This is an optimization exercise on Yosys and OpenROAD, whose aim is small area, not a production implementation. Function was checked by simulation only, so behaviour that the tests miss may differ from the original. Power figures rest on the tool's default switching activity, not on a simulated workload.

<file path="design/flow/flow/run.sh">
#!/bin/bash
# Standard ORFS layout (the standard.sh), with two changes:
#  - ports are buffered with the smallest buffer (buf_1) instead of the tool's default pick;
#  - clock tree synthesis clusters up to 18 sinks per clkbuf_8 and adds no dummy loads.
# The make output (all tools) goes to standard_flow.log; each ORFS step also keeps its own
# log under orfs/logs/.
set -euo pipefail
bash standard.sh \
  "BUFFER_PORTS_ARGS=-buffer_cell sky130_fd_sc_hd__buf_1" \
  "CTS_ARGS=-sink_clustering_enable -repair_clock_nets -buf_list sky130_fd_sc_hd__clkbuf_8 -sink_clustering_size 18 -sink_clustering_max_diameter 80 -dont_use_dummy_load" \
  finish > standard_flow.log 2>&1
</file>
<file path="design/flow/standard.sh">
#!/bin/bash
# synth_recipe.tcl (not shown) runs the flow's synth.tcl, then flattens the netlist and writes it again
# the make line also repeats each setting of config.mk as NAME=value (left out here)
make -C /OpenROAD-flow-scripts/flow DESIGN_CONFIG=/design/flow/config.mk WORK_HOME=/design/flow/orfs CLKGATE_MAP_FILE= SYNTH_SCRIPT=/design/flow/synth_recipe.tcl "${@:-finish}"
</file>
<file path="design/flow/config.mk">
export PLATFORM = sky130hd
export DESIGN_NAME = branch_target_predictor
export DESIGN_NICKNAME = branch_target_predictor
export VERILOG_FILES = /design/flow/design.v
export SDC_FILE = /design/flow/constraint.sdc
export NUM_CORES = 4
export LEC_CHECK = 0
export CAP_MARGIN = 5
export CORE_MARGIN = 2
export CORE_UTILIZATION = 50
export SLEW_MARGIN = 5
export SYNTH_HIERARCHICAL = 1
export SYNTH_MINIMUM_KEEP_SIZE = 0
</file>
<file path="design/flow/constraint.sdc">
create_clock -name core_clock -period 7.0 [get_ports {clock}]
set_input_delay 1.4000 -clock core_clock [delete_from_list [all_inputs] [get_ports {clock}]]
set_output_delay 1.4000 -clock core_clock [all_outputs]
set_load 0.01 [all_outputs]
</file>
<file path="design/flow/design.v">
module btb_aoi222 (
    input  logic a0, b0, a1, b1, a2, b2,
    output logic y
);
    assign y = ~((a0 & b0) | (a1 & b1) | (a2 & b2));
endmodule
module btb_nand2 (
    input  logic a, b,
    output logic y
);
    assign y = ~(a & b);
endmodule
module btb_and3 (
    input  logic a, b, c,
    output logic y
);
    assign y = a & b & c;
endmodule
module btb_nand4 (
    input  logic a, b, c, d,
    output logic y
);
    assign y = ~(a & b & c & d);
endmodule
module btb_nand6 (
    input  logic [5:0] a,
    output logic       y
);
    logic t;
    btb_and3  u_a (.a(a[3]), .b(a[4]), .c(a[5]), .y(t));
    btb_nand4 u_n (.a(a[0]), .b(a[1]), .c(a[2]), .d(t), .y(y));
endmodule
module btb_mux16 (
    input  logic [15:0] s,
    input  logic [15:0] d,
    output logic        y
);
    logic [5:0] t;
    for (genvar k = 0; k < 5; k++) begin : g_aoi
        btb_aoi222 u_aoi (
            .a0(s[3*k]),   .b0(d[3*k]),
            .a1(s[3*k+1]), .b1(d[3*k+1]),
            .a2(s[3*k+2]), .b2(d[3*k+2]),
            .y (t[k])
        );
    end
    btb_nand2 u_last (.a(s[15]), .b(d[15]), .y(t[5]));
    btb_nand6 u_or   (.a(t), .y(y));
endmodule
module btb_mux16n (
    input  logic [15:0] s,
    input  logic [15:0] d,
    output logic        lo,
    output logic        hi
);
    logic [5:0] t;
    for (genvar k = 0; k < 5; k++) begin : g_aoi
        btb_aoi222 u_aoi (
            .a0(s[3*k]),   .b0(d[3*k]),
            .a1(s[3*k+1]), .b1(d[3*k+1]),
            .a2(s[3*k+2]), .b2(d[3*k+2]),
            .y (t[k])
        );
    end
    btb_nand2 u_last (.a(s[15]), .b(d[15]), .y(t[5]));
    btb_and3  u_lo   (.a(t[0]), .b(t[1]), .c(t[2]), .y(lo));
    btb_and3  u_hi   (.a(t[3]), .b(t[4]), .c(t[5]), .y(hi));
endmodule
module btb_aoi32 (
    input  logic a1, a2, a3, b1, b2,
    output logic y
);
    assign y = ~((a1 & a2 & a3) | (b1 & b2));
endmodule
module btb_inv (
    input  logic a,
    output logic y
);
    assign y = ~a;
endmodule
module btb_nand3 (
    input  logic a, b, c,
    output logic y
);
    assign y = ~(a & b & c);
endmodule
module btb_nor2 (
    input  logic a, b,
    output logic y
);
    assign y = ~(a | b);
endmodule
module btb_predec4 #(
    parameter bit GATED = 1'b0
) (
    input  logic       en,
    input  logic [1:0] idx,
    output logic [3:0] ny
);
    logic [1:0] n;
    btb_inv u_i0 (.a(idx[0]), .y(n[0]));
    btb_inv u_i1 (.a(idx[1]), .y(n[1]));
    for (genvar k = 0; k < 4; k++) begin : g_k
        logic b0, b1;
        assign b0 = k[0] ? idx[0] : n[0];
        assign b1 = k[1] ? idx[1] : n[1];
        if (GATED) begin : g_en
            btb_nand3 u_n (.a(en), .b(b1), .c(b0), .y(ny[k]));
        end else begin : g_plain
            btb_nand2 u_n (.a(b1), .b(b0), .y(ny[k]));
        end
    end
endmodule
module btb_dec16 #(
    parameter bit GATED = 1'b0
) (
    input  logic        en,
    input  logic [3:0]  idx,
    output logic [15:0] oh
);
    logic [3:0] nlo, nhi;
    btb_predec4 #(.GATED(1'b0))  u_lo (.en(1'b1), .idx(idx[1:0]), .ny(nlo));
    btb_predec4 #(.GATED(GATED)) u_hi (.en(en),   .idx(idx[3:2]), .ny(nhi));
    for (genvar i = 0; i < 16; i++) begin : g_o
        btb_nor2 u_o (.a(nhi[i/4]), .b(nlo[i%4]), .y(oh[i]));
    end
endmodule
module btb_and2 (
    input  logic a, b,
    output logic y
);
    assign y = a & b;
endmodule
module btb_and4 (
    input  logic a, b, c, d,
    output logic y
);
    assign y = a & b & c & d;
endmodule
module btb_cbit (
    input  logic q, c, nsat, rst,
    output logic d
);
    assign d = ~(((q ~^ c) & nsat) | rst);
endmodule
module btb_satinc32 (
    input  logic        en,
    input  logic        rst,
    input  logic [31:0] q,
    output logic [31:0] d
);
    logic [7:0]  grp, e;
    logic [31:0] c;
    logic        nsat;
    for (genvar g = 0; g < 8; g++) begin : g_grp
        btb_and4 u_g (.a(q[4*g]), .b(q[4*g+1]), .c(q[4*g+2]), .d(q[4*g+3]), .y(grp[g]));
        if (g == 0) begin : g_first
            assign e[0] = en;
        end else begin : g_next
            btb_and2 u_e (.a(e[g-1]), .b(grp[g-1]), .y(e[g]));
        end
        assign c[4*g] = e[g];
        for (genvar j = 1; j < 4; j++) begin : g_in
            btb_and2 u_c (.a(c[4*g+j-1]), .b(q[4*g+j-1]), .y(c[4*g+j]));
        end
    end
    assign nsat = ~(e[7] & grp[7]);
    for (genvar i = 0; i < 32; i++) begin : g_bit
        btb_cbit u_b (.q(q[i]), .c(c[i]), .nsat(nsat), .rst(rst), .d(d[i]));
    end
endmodule
module branch_target_predictor #(
    parameter int ADDR_WIDTH   = 32,
    parameter int INDEX_BITS   = 4,
    parameter int COUNTER_BITS = 2,
    parameter int TAG_BITS     = ADDR_WIDTH - INDEX_BITS - 2
) (
    input  logic                  clock,
    input  logic                  reset,
    input  logic [ADDR_WIDTH-1:0] lookup_pc,
    output logic                  predict_hit,
    output logic                  predict_taken,
    output logic [ADDR_WIDTH-1:0] predict_next_pc,
    input  logic                  update_valid,
    input  logic [ADDR_WIDTH-1:0] update_pc,
    input  logic                  update_taken,
    input  logic [ADDR_WIDTH-1:0] update_target,
    input  logic                  update_pred_taken,
    input  logic [ADDR_WIDTH-1:0] update_pred_target,
    input  logic                  flush,
    output logic                  mispredict,
    output logic [31:0]           branch_count,
    output logic [31:0]           mispredict_count
);
    localparam int ENTRIES = 16;
    logic [ENTRIES-1:0]      ent_valid;
    logic [TAG_BITS-1:0]     ent_tag    [ENTRIES];
    logic [ADDR_WIDTH-1:0]   ent_target [ENTRIES];
    logic [COUNTER_BITS-1:0] ent_ctr    [ENTRIES];
    logic [3:0]          lookup_idx, update_idx;
    logic [TAG_BITS-1:0] lookup_tag, update_tag;
    logic                unused_pc_bits;
    assign lookup_idx     = lookup_pc[5:2];
    assign lookup_tag     = lookup_pc[ADDR_WIDTH-1:6];
    assign update_idx     = update_pc[5:2];
    assign update_tag     = update_pc[ADDR_WIDTH-1:6];
    assign unused_pc_bits = &{1'b0, update_pc[1:0]};
    logic [ENTRIES-1:0] lsel, usel;
    btb_dec16 #(.GATED(1'b0)) u_ldec (.en(1'b1),         .idx(lookup_idx), .oh(lsel));
    btb_dec16 #(.GATED(1'b1)) u_udec (.en(update_valid), .idx(update_idx), .oh(usel));
    logic                  l_valid, l_ctr_hi;
    logic [TAG_BITS-1:0]   l_tag;
    logic [ADDR_WIDTH-1:0] l_target_nlo, l_target_nhi;   
    logic                    u_valid;
    logic [TAG_BITS-1:0]     u_tag;
    logic [COUNTER_BITS-1:0] u_ctr;
    for (genvar b = 0; b < TAG_BITS; b++) begin : g_tag_rd
        logic [ENTRIES-1:0] col;
        for (genvar i = 0; i < ENTRIES; i++) begin : g_col
            assign col[i] = ent_tag[i][b];
        end
        btb_mux16 u_l (.s(lsel), .d(col), .y(l_tag[b]));
        btb_mux16 u_u (.s(usel), .d(col), .y(u_tag[b]));
    end
    for (genvar b = 0; b < ADDR_WIDTH; b++) begin : g_tgt_rd
        logic [ENTRIES-1:0] col;
        for (genvar i = 0; i < ENTRIES; i++) begin : g_col
            assign col[i] = ent_target[i][b];
        end
        btb_mux16n u_l (.s(lsel), .d(col), .lo(l_target_nlo[b]), .hi(l_target_nhi[b]));
    end
    for (genvar b = 0; b < COUNTER_BITS; b++) begin : g_ctr_rd
        logic [ENTRIES-1:0] col;
        for (genvar i = 0; i < ENTRIES; i++) begin : g_col
            assign col[i] = ent_ctr[i][b];
        end
        btb_mux16 u_u (.s(usel), .d(col), .y(u_ctr[b]));
    end
    logic [ENTRIES-1:0] ctr_hi_col;
    for (genvar i = 0; i < ENTRIES; i++) begin : g_hi_col
        assign ctr_hi_col[i] = ent_ctr[i][COUNTER_BITS-1];
    end
    btb_mux16 u_l_valid (.s(lsel), .d(ent_valid),  .y(l_valid));
    btb_mux16 u_l_ctr   (.s(lsel), .d(ctr_hi_col), .y(l_ctr_hi));
    btb_mux16 u_u_valid (.s(usel), .d(ent_valid),  .y(u_valid));
    assign predict_hit     = l_valid && (l_tag == lookup_tag);
    assign predict_taken   = predict_hit && l_ctr_hi;
    logic [ADDR_WIDTH-1:0] seq_pc_n;
    logic                  not_taken;
    assign seq_pc_n  = ~{lookup_pc[ADDR_WIDTH-1:2] + 30'd1, lookup_pc[1:0]};
    assign not_taken = ~predict_taken;
    for (genvar b = 0; b < ADDR_WIDTH; b++) begin : g_next
        btb_aoi32 u_o (
            .a1(predict_taken), .a2(l_target_nlo[b]), .a3(l_target_nhi[b]),
            .b1(not_taken),     .b2(seq_pc_n[b]),
            .y (predict_next_pc[b])
        );
    end
    logic                    u_hit;
    logic [COUNTER_BITS-1:0] u_ctr_next;
    assign u_hit = u_valid && (u_tag == update_tag);
    always_comb begin
        u_ctr_next = u_ctr;
        if (u_hit) begin
            if (update_taken) begin
                if (u_ctr != '1) u_ctr_next = u_ctr + COUNTER_BITS'(1);
            end else if (u_ctr != '0) begin
                u_ctr_next = u_ctr - COUNTER_BITS'(1);
            end
        end else if (update_taken) begin
            u_ctr_next = COUNTER_BITS'(1) << (COUNTER_BITS - 1);
        end
    end
    for (genvar i = 0; i < ENTRIES; i++) begin : g_entry
        logic wr;
        assign wr = usel[i] && update_taken;
        always_ff @(posedge clock) begin
            if (reset || flush) ent_valid[i] <= 1'b0;
            else if (wr) ent_valid[i] <= 1'b1;
        end
        always_ff @(posedge clock) begin
            if (wr) begin
                ent_tag[i]    <= update_tag;
                ent_target[i] <= update_target;
            end
            if (usel[i]) ent_ctr[i] <= u_ctr_next;
        end
    end
    logic miss_event;
    assign miss_event = update_valid &&
                        ((update_taken != update_pred_taken) ||
                         (update_taken && (update_target != update_pred_target)));
    logic [31:0] branch_next, mispredict_next;
    btb_satinc32 u_branch_inc     (.en(update_valid), .rst(reset), .q(branch_count),     .d(branch_next));
    btb_satinc32 u_mispredict_inc (.en(miss_event),   .rst(reset), .q(mispredict_count), .d(mispredict_next));
    always_ff @(posedge clock) begin
        mispredict       <= !reset && miss_event;
        branch_count     <= branch_next;
        mispredict_count <= mispredict_next;
    end
endmodule
</file>
==> qor.yml, run 1 <==
run_status: "complete, no violations"
clk_pin_slew_ns: 0.10
drc_errors: 0
rows: 103
grt_pass1_wl_um: 181000
grt_usage_pct: 30.6
cts.sink_count: 1041
rsz0062_at_grt: "false"
via_per_inst: 7.09
io_pins: 233
gp_congestion: 0.844
syn_area_um2: 40000
synth-warning-count: 10
cp-start-kind: "input pin"
drt-initial-drc-count: 5159
hold_viol: 0
hpwl_um: 76800
worstSetupEndpointType: "primary output"
min_path_type: "flop to flop"
startpoint: "lookup_pc[3]"
cap_violations: 0
p_leak_nw: 13.1
die_w_um: 287
period_needed_ns: 6.80
timing.hold.ws_ns: 0.507
die_h_um: 287
period_share_pct: 97.1
cp.arrival_ns: 5.40
ir_drop_v: 0.000153
pre_cts_ws_ns: -0.00555
insertion_delay_ns: 0.70
initial_utilization_pct: 50.6
syn_inst: 2309
postCtsHoldBufs: 0
critPathMaxFanout: 30
final_core_util_pct: 56.5
relSlewSlack_pct: 26.1
numCtsBuffers: 68
grt_overflow: 0
r2r_start: "branch_count[2]"
route.vias.total: 26900
crit_end: "predict_next_pc[6]"
grt_pass1_vias: 26400
ctsHtreeMaxLevel: 3
fmax_mhz: 147
synth_nets: 2444
cellPowerDensity_nw_per_um2: 229
cts_tree: "built"
instances_no_fill: 3786
worst_slew_pin_slew_ns: 1.11
final_nets: 2867
wl_per_cell_um: 34.2
wl_met1_um: 48800
setup_ws_ns: 0.203
power_mw: 10.2
routed.top_layer: "met5"
r2r-end: "branch_count[13]"
fin_skew_ns: 0.0355
cts_max_path_buffers: 3
antenna_found_initial: 13
routed_wl_um: 129000
ant_nets: 0
critical_path_class: "input pin to primary output"
fp.coreArea_um2: 79100
r2r_cells: 10
r2r_slack_ns: 3.84
cts_root_buf: "clkbuf_8"
drive_above_1_share_pct: 9.67
synthToLayoutAreaGrowth_pct: 11.6
final_max_slew_viol_count: 0
setup-violations-final: 0
dr.pass1.iters: 10
dp_cells: 3707
avgSynthCellArea_um2: 17.3
wl_met2_um: 61000
wl_met3_um: 15000
grt_max_degree: 67
portBuffers: 230
crit_required_ns: 5.60
dieArea_um2: 82400
-- worst min-delay path by stage --
stage	startpoint	end	slack, ns	cells after the start
6_report	ent_valid[8]	ent_valid[8]	0.51	2
5_1_grt	ent_valid[13]	ent_valid[13]	0.53	2
4_1_cts	ent_valid[8]	ent_valid[8]	0.51	2
3_5_place_dp	ent_valid[8]	ent_valid[8]	0.49	2
3_3_place_gp	ent_valid[7]	ent_valid[7]	0.48	2
2_1_floorplan	ent_valid[0]	ent_valid[0]	0.46	2
-- flip-flops by register name, summed over array words and instances, names as in the netlist --
signal            count
branch_count         32
ent_ctr              32
ent_tag             416
ent_target          512
ent_valid            16
mispredict            1
mispredict_count     32
-- layer usage --
metal | vias to the layer above | global-route usage (%)
met5 | - | 0
met4 | 16 | 10.9
met3 | 298 | 6.36
met2 | 1829 | 49.2
met1 | 13600 | 41.7
li1 | 11100 | -
-- per-stage QoR --
stage	instance area (um^2)	TNS, ns
after floorplan	40100	0
after global placement	43600	0
after detailed placement	43600	-0.00555
after CTS	44600	0
after global routing	44700	0
final	44700	0
-- power breakdown --
part           internal, mW  switching [mW]
combinational         0.210           0.467
sequential             6.85          0.0252
clock                 0.881            1.81
total                  7.94            2.30
-- cell usage in the layout (no fill, tap or decap), drive strengths merged, types with 2 or more instances in the layout --
master	n
nor3	5
xnor2	121
nor2	74
a222oi	445
nor4	9
and4	19
nand3	19
or2	2
edfxtp	960
nand2	115
a21oi	65
and3	125
inv	14
xor2	54
dfxtp	81
and2	79
buf	353
clkbuf	73
diode	6
a32oi	32
o21ai	2
nand4	76
-- final cells by class --
class | instances | area [um^2]
Sequential cell | 1041 | 30400
Tap cell | 1050 | 1310
Fill cell | 6331 | 34400
Multi-Input combinational cell | 1249 | 9840
Clock buffer | 68 | 936
Inverter | 14 | 52.6
Timing Repair Buffer | 358 | 2080
Antenna cell | 6 | 15.0
-- critical path, stage by stage --
cell and delay, ns:
clkbuf_2 0.19, inv_1 0.09, nand2_1 0.21, nor2_4 0.08
buf_12 0.19, a222oi_1 0.41, and3_1 0.25, nand4_1 0.27
xnor2_2 0.28, nand4_2 0.11, or4_1 0.60, nor4_4 0.35
nand2_2 0.14, buf_4 0.26, a32oi_1 0.32, buf_1 0.21
-- what timing repair did --
action | in CTS | in global routing
setup endpoints to repair | 3 | 33
setup buffers | 0 | 5
gates cloned | 0 | 0
hold endpoints to repair | 0 | 0
gates resized for setup | 1 | 11
pin swaps | 0 | 3
==> inputs of run 2 (changes only) <==
--- a/design/flow/design.v
+++ b/design/flow/design.v
@@ -47,29 +47,4 @@
     btb_nand2 u_last (.a(s[15]), .b(d[15]), .y(t[5]));
     btb_nand6 u_or   (.a(t), .y(y));
-endmodule
-module btb_mux16n (
-    input  logic [15:0] s,
-    input  logic [15:0] d,
-    output logic        lo,
-    output logic        hi
-);
-    logic [5:0] t;
-    for (genvar k = 0; k < 5; k++) begin : g_aoi
-        btb_aoi222 u_aoi (
-            .a0(s[3*k]),   .b0(d[3*k]),
-            .a1(s[3*k+1]), .b1(d[3*k+1]),
-            .a2(s[3*k+2]), .b2(d[3*k+2]),
-            .y (t[k])
-        );
-    end
-    btb_nand2 u_last (.a(s[15]), .b(d[15]), .y(t[5]));
-    btb_and3  u_lo   (.a(t[0]), .b(t[1]), .c(t[2]), .y(lo));
-    btb_and3  u_hi   (.a(t[3]), .b(t[4]), .c(t[5]), .y(hi));
-endmodule
-module btb_aoi32 (
-    input  logic a1, a2, a3, b1, b2,
-    output logic y
-);
-    assign y = ~((a1 & a2 & a3) | (b1 & b2));
 endmodule
 module btb_inv (
@@ -113,15 +88,18 @@
 endmodule
 module btb_dec16 #(
-    parameter bit GATED = 1'b0
+    parameter bit GATED  = 1'b0,
+    parameter int COPIES = 1
 ) (
-    input  logic        en,
-    input  logic [3:0]  idx,
-    output logic [15:0] oh
+    input  logic                    en,
+    input  logic [3:0]              idx,
+    output logic [COPIES-1:0][15:0] oh
 );
     logic [3:0] nlo, nhi;
     btb_predec4 #(.GATED(1'b0))  u_lo (.en(1'b1), .idx(idx[1:0]), .ny(nlo));
     btb_predec4 #(.GATED(GATED)) u_hi (.en(en),   .idx(idx[3:2]), .ny(nhi));
-    for (genvar i = 0; i < 16; i++) begin : g_o
-        btb_nor2 u_o (.a(nhi[i/4]), .b(nlo[i%4]), .y(oh[i]));
+    for (genvar c = 0; c < COPIES; c++) begin : g_c
+        for (genvar i = 0; i < 16; i++) begin : g_o
+            btb_nor2 u_o (.a(nhi[i/4]), .b(nlo[i%4]), .y(oh[c][i]));
+        end
     end
 endmodule
@@ -206,10 +184,11 @@
     assign update_tag     = update_pc[ADDR_WIDTH-1:6];
     assign unused_pc_bits = &{1'b0, update_pc[1:0]};
-    logic [ENTRIES-1:0] lsel, usel;
-    btb_dec16 #(.GATED(1'b0)) u_ldec (.en(1'b1),         .idx(lookup_idx), .oh(lsel));
-    btb_dec16 #(.GATED(1'b1)) u_udec (.en(update_valid), .idx(update_idx), .oh(usel));
+    logic [3:0][ENTRIES-1:0] lsel;
+    logic [2:0][ENTRIES-1:0] usel;
+    btb_dec16 #(.GATED(1'b0), .COPIES(4)) u_ldec (.en(1'b1),         .idx(lookup_idx), .oh(lsel));
+    btb_dec16 #(.GATED(1'b1), .COPIES(3)) u_udec (.en(update_valid), .idx(update_idx), .oh(usel));
     logic                  l_valid, l_ctr_hi;
     logic [TAG_BITS-1:0]   l_tag;
-    logic [ADDR_WIDTH-1:0] l_target_nlo, l_target_nhi;   
+    logic [ADDR_WIDTH-1:0] l_target;
     logic                    u_valid;
     logic [TAG_BITS-1:0]     u_tag;
@@ -220,6 +199,6 @@
             assign col[i] = ent_tag[i][b];
         end
-        btb_mux16 u_l (.s(lsel), .d(col), .y(l_tag[b]));
-        btb_mux16 u_u (.s(usel), .d(col), .y(u_tag[b]));
+        btb_mux16 u_l (.s(lsel[b / 13]), .d(col), .y(l_tag[b]));
+        btb_mux16 u_u (.s(usel[b / 13]), .d(col), .y(u_tag[b]));
     end
     for (genvar b = 0; b < ADDR_WIDTH; b++) begin : g_tgt_rd
@@ -228,5 +207,5 @@
             assign col[i] = ent_target[i][b];
         end
-        btb_mux16n u_l (.s(lsel), .d(col), .lo(l_target_nlo[b]), .hi(l_target_nhi[b]));
+        btb_mux16 u_l (.s(lsel[2 + b / 16]), .d(col), .y(l_target[b]));
     end
     for (genvar b = 0; b < COUNTER_BITS; b++) begin : g_ctr_rd
@@ -235,5 +214,5 @@
             assign col[i] = ent_ctr[i][b];
         end
-        btb_mux16 u_u (.s(usel), .d(col), .y(u_ctr[b]));
+        btb_mux16 u_u (.s(usel[1]), .d(col), .y(u_ctr[b]));
     end
     logic [ENTRIES-1:0] ctr_hi_col;
@@ -241,20 +220,11 @@
         assign ctr_hi_col[i] = ent_ctr[i][COUNTER_BITS-1];
     end
-    btb_mux16 u_l_valid (.s(lsel), .d(ent_valid),  .y(l_valid));
-    btb_mux16 u_l_ctr   (.s(lsel), .d(ctr_hi_col), .y(l_ctr_hi));
-    btb_mux16 u_u_valid (.s(usel), .d(ent_valid),  .y(u_valid));
+    btb_mux16 u_l_valid (.s(lsel[0]), .d(ent_valid),  .y(l_valid));
+    btb_mux16 u_l_ctr   (.s(lsel[0]), .d(ctr_hi_col), .y(l_ctr_hi));
+    btb_mux16 u_u_valid (.s(usel[0]), .d(ent_valid),  .y(u_valid));
     assign predict_hit     = l_valid && (l_tag == lookup_tag);
     assign predict_taken   = predict_hit && l_ctr_hi;
-    logic [ADDR_WIDTH-1:0] seq_pc_n;
-    logic                  not_taken;
-    assign seq_pc_n  = ~{lookup_pc[ADDR_WIDTH-1:2] + 30'd1, lookup_pc[1:0]};
-    assign not_taken = ~predict_taken;
-    for (genvar b = 0; b < ADDR_WIDTH; b++) begin : g_next
-        btb_aoi32 u_o (
-            .a1(predict_taken), .a2(l_target_nlo[b]), .a3(l_target_nhi[b]),
-            .b1(not_taken),     .b2(seq_pc_n[b]),
-            .y (predict_next_pc[b])
-        );
-    end
+    assign predict_next_pc = predict_taken ? l_target
+                                           : {lookup_pc[ADDR_WIDTH-1:2] + 30'd1, lookup_pc[1:0]};
     logic                    u_hit;
     logic [COUNTER_BITS-1:0] u_ctr_next;
@@ -274,5 +244,5 @@
     for (genvar i = 0; i < ENTRIES; i++) begin : g_entry
         logic wr;
-        assign wr = usel[i] && update_taken;
+        assign wr = usel[2][i] && update_taken;
         always_ff @(posedge clock) begin
             if (reset || flush) ent_valid[i] <= 1'b0;
@@ -284,5 +254,5 @@
                 ent_target[i] <= update_target;
             end
-            if (usel[i]) ent_ctr[i] <= u_ctr_next;
+            if (usel[2][i]) ent_ctr[i] <= u_ctr_next;
         end
     end
--- a/design/flow/config.mk
+++ b/design/flow/config.mk
@@ -6,8 +6,8 @@
 export NUM_CORES = 4
 export LEC_CHECK = 0
-export CAP_MARGIN = 5
+export CAP_MARGIN = 10
 export CORE_MARGIN = 2
 export CORE_UTILIZATION = 50
-export SLEW_MARGIN = 5
+export SLEW_MARGIN = 10
 export SYNTH_HIERARCHICAL = 1
 export SYNTH_MINIMUM_KEEP_SIZE = 0
==> run 2 against run 1 <==
Effect of this change:
- wire length decreased by 1.5%
- clock power about the same
- hold slack improved by 0.0021 ns
- worst setup slack got worse by 0.043 ns
- clock skew decreased by 0.0091 ns
- still clean on timing, DRC and antenna
- sequential share of layout area decreased by 0.20 points
- largest power group unchanged
- via count increased by 1.2%
- power about the same
==> qor.yml, run 2 <==
run_status: "complete, no violations"
top_regs: "ent_target (512), ent_tag (416)"
path_cells: "buf_1 -> nand2_1 -> nor2_1 -> a222oi_1 -> nand4_1 -> xnor2_1 -> nand4_1 -> nor4_2 -> nand4_1 -> buf_12 -> mux2_1 -> buf_1"
max_stage_delay_ns: 0.94  # +0.34 ns
n_fill_cell: 6398  # +1.1%
syn_inst: 2400  # +3.9%
layout_common_cells: "960 x edfxtp_1, 445 x a222oi_1, 228 x buf_1"
fin_skew_ns: 0.0264  # -0.00912 ns
synth-warning-count: 10  # unchanged
gp_congestion: 0.863  # +2.3%
intPower_mw: 7.94  # about the same
grt_overflow: 0  # unchanged
ir_drop_v: 0.000145  # -5.0%
crit_end: "predict_next_pc[17]"
die_w_um: 289  # +0.59%
period_needed_ns: 6.84  # +0.0428 ns
r2r-end: "ent_ctr[11][1]"
cpMostUsedCell: "nand4_1"
startpoint: "lookup_pc[5]"
initial_utilization_pct: 50.4  # -0.22 points
dieArea_um2: 83300  # +1.2%
critical_path_class: "input pin to primary output"
crit_required_ns: 5.60  # about the same
worstSetupEndpointType: "primary output"
switching_share_pct: 22.5  # +0.057 points
r2r_cells: 8  # -2
cts_tree: "built"
drc_errors: 0  # unchanged
r2r_start: "ent_tag[9][4]"
ant_nets: 0  # unchanged
final_max_slew_viol_count: 0  # unchanged
drive_above_1_share_pct: 8.75  # -0.92 points
slowest_stage: "nor2_1"
cellPowerDensity_nw_per_um2: 229  # -0.23%
grt_pass1_vias: 26500  # +0.31%
cts.sink_count: 1041  # unchanged
setup-violations-final: 0  # unchanged
worst_slew_pin_slew_ns: 1.21  # +0.0999 ns
p_leak_nw: 13.5  # +2.5%
timing.hold.ws_ns: 0.509  # +0.00210 ns
final_nets: 2970  # +3.6%
fp.coreArea_um2: 80400  # +1.6%
cap_violations: 0  # unchanged
syn_area_um2: 40500  # +1.2%
period_share_pct: 97.7  # +0.61 points
antenna_found_initial: 4  # -9
switching_power_mw: 2.31  # +0.31%
postCtsHoldBufs: 0  # unchanged
via_per_inst: 6.98  # -1.6%
synth_nets: 2535  # +3.7%
io_pins: 233  # unchanged
routed_wl_um: 127000  # -1.5%
cts_max_path_buffers: 3  # unchanged
cts_setup_buffers: 0  # unchanged
r2r_slack_ns: 3.87  # +0.03 ns
grt_usage_pct: 30.0  # -0.69 points
final_core_util_pct: 55.7  # -0.74 points
wl_per_cell_um: 32.7  # -4.2%
p_comb_share_pct: 6.9  # +0.3 points
instances_no_fill: 3895  # +2.9%
insertion_delay_ns: 0.70  # about the same
min_path_type: "flop to flop"
cp.arrival_ns: 5.44  # +0.04 ns
cts_root_buf: "clkbuf_8"
route.vias.total: 27200  # +1.2%
cp_num_cells: 12  # -4
dr.pass1.iters: 11  # +1
rows: 104  # +0.97%
cp-start-kind: "input pin"
final_common_cell: "edfxtp_1"
clockPowerShare_pct: 26.0  # -0.2 points
synthToLayoutAreaGrowth_pct: 10.6
clk_pin_slew_ns: 0.10  # about the same
hold_viol: 0  # unchanged
cp_top_family: "simple AND/OR/NAND/NOR gates"
grt_pass1_wl_um: 178000  # -1.7%
cp.buffers_inverters: 3  # -2
seqPwrFrac_pct: 67.1  # about the same
largest_register_ffs: 512  # unchanged
hpwl_um: 77200  # +0.54%
grt_max_degree: 54  # -19%
die_h_um: 289  # +0.59%
avgSynthCellArea_um2: 16.9  # -2.6%
drt-initial-drc-count: 5160  # +0.019%
ctsHtreeMaxLevel: 3  # unchanged
critPathMaxFanout: 32  # +6.7%
dp_cells: 3825  # +3.2%
numCtsBuffers: 68  # unchanged
portBuffers: 230  # unchanged
fmax_mhz: 146  # -0.63%
power_mw: 10.3  # about the same
top_register: "ent_target"
relSlewSlack_pct: 19.3  # -6.8 points
[run 2: layout make-up]
cell class	count	area (um^2)	share of cell area, %
flip-flops and latches	1041	30400	67.9
multi-input cells	1338	10000	22.4
repair buffers	375	2020	4.50
well taps	1060	1330	2.96
clock buffers	68	936	2.09
inverters	11	41.3	0.0921
diodes	2	5.00	0.0112
[run 2: per-layer routing]
metal	share of wire [%]	up-vias	track usage, %
met3	12	290	6.27
met4	4.2	4	12.5
met5	0.023	-	0
met1	36	13700	39.3
met2	47	1846	48.9
li1	-	11400	-
[run 2: repair_timing]
action                     4_1_cts  5_1_grt
gates cloned                     0        0
gates resized for setup          3        5
setup endpoints to repair        4       32
[run 2: power groups by stage]
stage	Sequential (mW)	Combinational [mW]	Clock, mW
final	6.88	0.702	2.67
after global routing	6.89	0.736	2.92
after CTS	6.88	0.689	2.71
after detailed placement	7.02	0.686	0
after global placement	7.01	0.672	0
after floorplan	7.02	0.300	0
[run 2: worst min path at each step]
| stage | start | endpoint | slack [ns] | cells past startpoint |
|---|---|---|---|---|
| 2_1_floorplan | ent_valid[0] | ent_valid[0] | 0.46 | 2 |
| 3_3_place_gp | ent_valid[12] | ent_valid[12] | 0.47 | 2 |
| 3_5_place_dp | ent_valid[12] | ent_valid[12] | 0.49 | 2 |
| 4_1_cts | ent_valid[6] | ent_valid[6] | 0.51 | 2 |
| 5_1_grt | ent_valid[4] | ent_valid[4] | 0.54 | 2 |
| 6_report | ent_valid[12] | ent_valid[12] | 0.51 | 2 |
[run 2: metrics by stage]
stage	setup WS [ns]	cell area, um^2	setup TNS, ns
2_1_floorplan	1.48	40500	0
3_3_place_gp	-0.00416	43800	-0.00416
3_5_place_dp	-0.0294	43800	-0.0640
4_1_cts	0.0354	44800	0
5_1_grt	-0.00427	44800	-0.00427
6_report	0.160	44800	0
[run 2: worst min-delay path, delay by kind of cell, from the launching register on]
kind,cells,cell delay [ns]
AND/OR/NAND/NOR,2,0.14
flip-flops,1,0.34
==> inputs of run 3 (changes only) <==
--- a/design/flow/config.mk
+++ b/design/flow/config.mk
@@ -8,5 +8,5 @@
 export CAP_MARGIN = 10
 export CORE_MARGIN = 2
-export CORE_UTILIZATION = 50
+export CORE_UTILIZATION = 55
 export SLEW_MARGIN = 10
 export SYNTH_HIERARCHICAL = 1
==> run 3 against run 2 <==
Effect of this change:
- power rose by 0.17%
- wire length rose by 0.52%
- critical path type unchanged
- synthesized cell count did not move
- via count fell by 0.20%
- sequential power barely moved
- synthesized area did not move
- still clean on timing, DRC and antenna
- largest power group unchanged
==> qor.yml, run 3 <==
clk_pin_slew_ns: 0.11  # about the same
drt-initial-drc-count: 5048  # -2.2%
cp.arrival_ns: 5.39  # -0.05 ns
routed_wl_um: 128000  # +0.52%
wl_per_cell_um: 33.8  # +3.2%
avgSynthCellArea_um2: 16.9  # unchanged
layout_common_cells: "960 x edfxtp_1, 445 x a222oi_1, 229 x buf_1"
crit_required_ns: 5.60  # about the same
relSlewSlack_pct: 19.9  # +0.54 points
final_common_cell: "edfxtp_1"
top_register: "ent_target"
cts_max_path_buffers: 3  # unchanged
dp_cells: 3720  # -2.7%
insertion_delay_ns: 0.71  # about the same
grt_pass1_vias: 26700  # +0.87%
fmax_mhz: 147  # +0.74%
p_leak_nw: 13.4  # -0.20%
fin_skew_ns: 0.0571  # +0.0308 ns
ant_nets: 0  # unchanged
initial_utilization_pct: 55.5  # +5.2 points
syn_inst: 2400  # unchanged
seqPwrFrac_pct: 67.0  # about the same
fp.coreArea_um2: 73000  # -9.3%
cp-start-kind: "input pin"
grt_overflow: 0  # unchanged
instances_no_fill: 3795  # -2.6%
ctsHtreeMaxLevel: 3  # unchanged
switching_power_mw: 2.33  # +0.83%
postCtsHoldBufs: 0  # unchanged
place_area_um2: 43700  # -0.35%
intPower_mw: 7.94  # about the same
fin_tns_setup_ns: 0  # unchanged
syn_area_um2: 40500  # unchanged
synthToLayoutAreaGrowth_pct: 10.2
period_needed_ns: 6.79  # -0.0500 ns
portBuffers: 230  # unchanged
grt_pass1_wl_um: 179000  # +0.43%
critical_path_class: "input pin to primary output"
rsz0062_at_grt: "false"
ir_drop_v: 0.000206  # +42%
antenna_found_initial: 8  # +4
largest_register_ffs: 512  # unchanged
hold_viol: 0  # unchanged
cts_tree: "built"
synth_nets: 2535  # unchanged
cellPowerDensity_nw_per_um2: 230  # +0.51%
grt_max_degree: 67  # +24%
worstSetupEndpointType: "primary output"
die_w_um: 275  # -4.6%
cts_root_buf: "clkbuf_8"
drive_above_1_share_pct: 8.73  # -0.023 points
cts.sink_count: 1041  # unchanged
final_max_slew_viol_count: 0  # unchanged
via_per_inst: 7.15  # +2.4%
min_path_type: "flop to flop"
setup-violations-final: 0  # unchanged
critPathMaxFanout: 32  # unchanged
grt_usage_pct: 33.3  # +3.3 points
dr.pass1.iters: 10  # -1
drc_errors: 0  # unchanged
p_comb_share_pct: 6.9  # about the same
rows: 99  # -4.8%
run_status: "complete, no violations"
clockPowerShare_pct: 26.1  # about the same
numCtsBuffers: 68  # unchanged
timing.hold.ws_ns: 0.513  # +0.00438 ns
die_h_um: 275  # -4.6%
cap_violations: 0  # unchanged
period_share_pct: 97.0  # -0.71 points
synth-warning-count: 10  # unchanged
io_pins: 233  # unchanged
top_regs: "ent_target (512), ent_tag (416)"
switching_share_pct: 22.7  # +0.15 points
hpwl_um: 76700  # -0.64%
final_nets: 2966  # -0.13%
dieArea_um2: 75900  # -9.0%
gp_congestion: 0.889  # +3.0%
design_area_um2: 44700  # -0.33%
route.vias.total: 27100  # -0.20%
worst_slew_pin_slew_ns: 1.20  # -0.00808 ns
==> run 3: worst max-delay path, stage by stage <==
cell	delay, ns
buf_1	0.30
inv_1	0.13
nand2_1	0.33
nor2_1	0.09
buf_4	0.22
a222oi_1	0.37
and3_1	0.22
nand4_1	0.16
xnor2_1	0.43
nand4_1	0.34
nor4_2	0.35
nand4_1	0.21
buf_12	0.25
mux2_1	0.40
buf_1	0.16
==> run 3: power groups by stage <==
stage	logic, mW	registers, mW	clock network [mW]
after global routing	0.734	6.89	2.93
after floorplan	0.300	7.02	0
final	0.705	6.88	2.68
after CTS	0.688	6.88	2.73
after global placement	0.673	7.02	0
after detailed placement	0.686	7.02	0
==> run 3: metrics by stage <==
stage	total power [mW]	worst slack, ns	util (%)
after floorplan	7.32	1.48	-
after global placement	7.69	0.250	59.9
after detailed placement	7.71	0.196	59.9
after CTS	10.3	0.183	61.2
after global routing	10.6	0.0740	61.2
final	10.3	0.210	61.2
==> run 3: final cells by class <==
type | instances | area (um^2)
antenna | 7 | 17.5
clock buffer | 68 | 936
fill | 5555 | 28300
inverter | 11 | 41.3
multi-input combinational | 1338 | 10000
sequential | 1041 | 30400
tap | 959 | 1200
timing repair buffer | 371 | 1970
==> run 3: per-layer routing <==
metal  GRT usage (%)  up-vias  share of wire [%]
met2            55.0     1803                 49
met4            14.3        2                4.2
met3            6.62      302                 11
met5               0        -             0.0094
met1            43.2    13700                 36
li1                -    11300                  -
==> run 3: worst paths after layout <==
path                         from  depth (start not counted)             endpoint  slack (ns)
setup / recovery     lookup_pc[4]                         15  predict_next_pc[17]        0.21
hold / removal      ent_valid[15]                          2        ent_valid[15]        0.51
setup reg to reg  branch_count[0]                         10     branch_count[29]        3.88
hold reg to reg     ent_valid[15]                          2        ent_valid[15]        0.51
==> run 3: repair_timing <==
action / 4_1_cts / 5_1_grt
endpoints found under the hold margin: 0 / 0
setup buffers: 0 / 0
gates resized for setup: 0 / 5
setup endpoints to repair: 0 / 32

-- port drivers added, routing unchanged --
No port has a modelled driver above. Below, the same layouts with a new extraction and two added sets of constraints.
Step 1 sets driving cells, clkbuf_16 on the clock port and buf_2 on the other inputs (assumed; they add their load-dependent delay and slew).
Step 2 adds t to the input delays and takes it off the output delays; t is the mean of the earliest and latest rising clock arrival at the registers after step 1. Input paths then give back, and output paths get back, about the clock's delay inside the block.
Slacks: ideal / step 1 / step 2; pairs: ideal / step 1.
run	t, ns	setup slack, ns	clock arrival spread, ns	slew at the worst register clock pin (ns)	pins driven straight from the clock port
run 1	0.746	0.203 / 0.117 / 0.117	0.055 / 0.055	0.12 / 0.12	1
run 2	0.730	0.160 / 0.129 / 0.129	0.063 / 0.063	0.12 / 0.12	1
run 3	0.746	0.210 / 0.185 / 0.185	0.057 / 0.057	0.12 / 0.12	1
After both steps setup and hold are still met in every run listed. The setup slack of run 1, which loses most, moves by -0.086 ns with the drivers and by -0.086 ns with both steps.
